Background: an optimization exercise with open tools, aiming at small area, a short achievable clock period and few clock cycles. Do not read the settings as production practice.
The RTL was checked by simulation tests, not by an equivalence proof against the original design.
Power is estimated from default activity; no workload was simulated.

// time_ordered_event_queue
module time_ordered_event_queue #(
  parameter int QUEUE_DEPTH = 64,
  parameter int TIME_BITS   = 40
) (
  input  logic                  clk,
  input  logic                  rst,
  input  logic                    req_valid,
  output logic                    req_ready,
  input  logic                    req_type,
  input  logic [FIELD_TIME_W-1:0] req_event_time,
  input  logic [KIND_W-1:0]       req_event_kind,
  input  logic [IDENT_W-1:0]      req_event_ident,
  input  logic [LINE_W-1:0]       req_line_number,
  output logic                    rsp_valid,
  input  logic                    rsp_ready,
  output logic [STATUS_W-1:0]     rsp_status,
  output logic [FIELD_TIME_W-1:0] rsp_out_time,
  output logic [KIND_W-1:0]       rsp_out_kind,
  output logic [IDENT_W-1:0]      rsp_out_ident,
  output logic [LINE_W-1:0]       rsp_out_line,
  output logic [OCC_W-1:0]        rsp_occupancy,
  input  logic                  psel,
  input  logic                  penable,
  input  logic                  pwrite,
  input  logic [APB_ADDR_W-1:0] paddr,
  input  logic [APB_DATA_W-1:0] pwdata,
  output logic [APB_DATA_W-1:0] prdata,
  output logic                  pready
);
export LEC_CHECK = 0
export CAP_MARGIN = 20
export CORE_MARGIN = 2
export CORE_UTILIZATION = 55
export CTS_CLUSTER_DIAMETER = 100
export CTS_CLUSTER_SIZE = 24
export PLACE_DENSITY = 0.65
export SETUP_SLACK_MARGIN = 3.0
export SLEW_MARGIN = 20
export TNS_END_PERCENT = 100
create_clock -name core_clock -period 6.5 [get_ports {clk}]
standard.sh (not shown) runs the stock make flow with config.mk's settings and CLKGATE_MAP_FILE= SYNTH_SCRIPT=/design/flow/synth_recipe.tcl, a recipe that flattens the netlist after the stock synthesis.
==> flow/flow/run.sh <==
#!/bin/bash
# The standard layout (standard.sh, with config.mk's settings) plus two
# changes: the APB address and read-data pins sit together on the die's edge
# (io.tcl, read where the floorplan step reads IO_CONSTRAINTS), and the port
# buffers are buf_4 cells instead of the delay buffers buffer_ports would pick.
set -euo pipefail
work=$(pwd)
bash standard.sh \
  "IO_CONSTRAINTS=$work/flow/io.tcl" \
  "BUFFER_PORTS_ARGS=-buffer_cell sky130_fd_sc_hd__buf_4" \
  finish > "$work/standard.log" 2>&1
==> flow/flow/io.tcl <==
set_io_pin_constraint -group -order -pin_names {paddr[0] paddr[1] paddr[2] paddr[3] prdata[0] prdata[1] prdata[2] prdata[3] prdata[4] prdata[5] prdata[6] prdata[7] prdata[8] prdata[9] prdata[10] prdata[11] prdata[12] prdata[13] prdata[14] prdata[15] prdata[16] prdata[17] prdata[18] prdata[19] prdata[20] prdata[21] prdata[22] prdata[23] prdata[24] prdata[25] prdata[26] prdata[27] prdata[28] prdata[29] prdata[30] prdata[31] prdata[32] prdata[33] prdata[34] prdata[35] prdata[36] prdata[37] prdata[38] prdata[39]}
Testbench counts at the start, summed over its fixed seeds: cycles 32,024.
Rerun with:
==> flow/flow/run.sh (replaced) <==
#!/bin/bash
# The standard layout (standard.sh, with config.mk's settings) plus three
# changes: the APB address and read-data pins sit together on the die's edge
# (io.tcl, read where the floorplan step reads IO_CONSTRAINTS), the port
# buffers are buf_4 cells instead of the delay buffers buffer_ports would pick,
# and the steps estimate wire parasitics with pessimistic layer RC
# (layer_rc.tcl, read in place of the platform's setRC.tcl).
set -euo pipefail
work=$(pwd)
bash standard.sh \
  "IO_CONSTRAINTS=$work/flow/io.tcl" \
  "BUFFER_PORTS_ARGS=-buffer_cell sky130_fd_sc_hd__buf_4" \
  "LAYER_PARASITICS_FILE=$work/flow/layer_rc.tcl" \
  finish > "$work/standard.log" 2>&1
==> flow/flow/layer_rc.tcl (new file) <==
set_layer_rc -layer li1 -capacitance 1.873750e-04 -resistance 8.970000e-02
set_layer_rc -layer met1 -capacitance 2.154688e-04 -resistance 1.116125e-03
set_layer_rc -layer met2 -capacitance 1.702913e-04 -resistance 1.116125e-03
set_layer_rc -layer met3 -capacitance 2.687025e-04 -resistance 1.958750e-04
set_layer_rc -layer met4 -capacitance 1.851600e-04 -resistance 1.958750e-04
set_layer_rc -layer met5 -capacitance 1.926087e-04 -resistance 2.226250e-05

set_layer_rc -via mcon -resistance 9.249146E-3
set_layer_rc -via via -resistance 4.5E-3
set_layer_rc -via via2 -resistance 3.368786E-3
set_layer_rc -via via3 -resistance 0.376635E-3
set_layer_rc -via via4 -resistance 0.00580E-3

set_wire_rc -signal -layer met1
set_wire_rc -clock -layer met3
CORE_UTILIZATION = 62   (was 55)
PLACE_DENSITY = 0.72   (was 0.65)
Result: The new run completed without violations; routed wire length came out lower by about 2.5%; via count came out higher by about 1.3%; worst setup slack gets better by 0.23 ns; first-iteration DRC count came out higher by 6.3%.
Rerun with:
CORE_UTILIZATION = 50   (was 62)
CTS_CLUSTER_SIZE = 20   (was 24)
PLACE_DENSITY = 0.6   (was 0.72)
What happened: The new run ran to the end with no violations. Design area climbs by 1.7%. Worst setup slack is worse by 0.044 ns. Sequential power climbs by about 1%. Global-route usage drops by 5.4 points.
Rerun with:
CORE_UTILIZATION = 58   (was 50)
CTS_CLUSTER_SIZE = 24   (was 20)
PLACE_DENSITY = 0.68   (was 0.6)
What happened: Routed wire length fell by roughly a tenth. Synthesized cell count does not change. Total power fell by a few percent. Via count fell slightly. Core utilization rose by 7.3 points. Maximum frequency rose by a few percent. Die area fell by roughly a tenth. Clock power fell by roughly a tenth.
Rerun with:
CAP_MARGIN = 5   (was 20)
CORE_UTILIZATION = 55   (was 58)
PLACE_DENSITY = 0.65   (was 0.68)
SLEW_MARGIN = 5   (was 20)
Design area came out higher by 0.75%.
Wire length came out higher by 3.1%.
Sequential share of layout area came out lower by 0.30 points.
Utilization came out lower by 2.6 points.
Non-clock buffer count came out higher by 30.

## re-timing with driven ports
The flow's constraints put no driver on any port. The routed layouts listed below were extracted and timed again, unchanged, in two steps. Step 1: set_driving_cell puts a clkbuf_16 on clk and a buf_2 on each other input, an assumption about the parent block. Step 2 times the ports against the registers' clock, not the clock port: input delays grow and output delays shrink by t, the midpoint of the rising clock arrivals with the driver on. a / b / c = no drivers / after step 1 / after step 2; a / b = the first two.
run	shift t [ns]	setup WS [ns]	worst register clock-pin slew, ns	worst slew at a driven data input, ns
the first run	1.180	2.674 / 2.766 / 1.585	0.11 / 0.11	0.13
the second run	1.192	2.905 / 2.843 / 1.650	0.11 / 0.11	0.58
the third run	1.165	2.861 / 2.826 / 1.668	0.10 / 0.10	0.52
the fourth run	1.179	2.933 / 2.891 / 1.929	0.12 / 0.12	0.21
the fifth run	1.172	2.774 / 2.732 / 1.812	0.11 / 0.11	0.21
After both steps setup and hold are still met in every run listed. For the second run, which loses most, drivers alone change the setup slack by -0.062 ns; drivers and shift together by -1.255 ns.
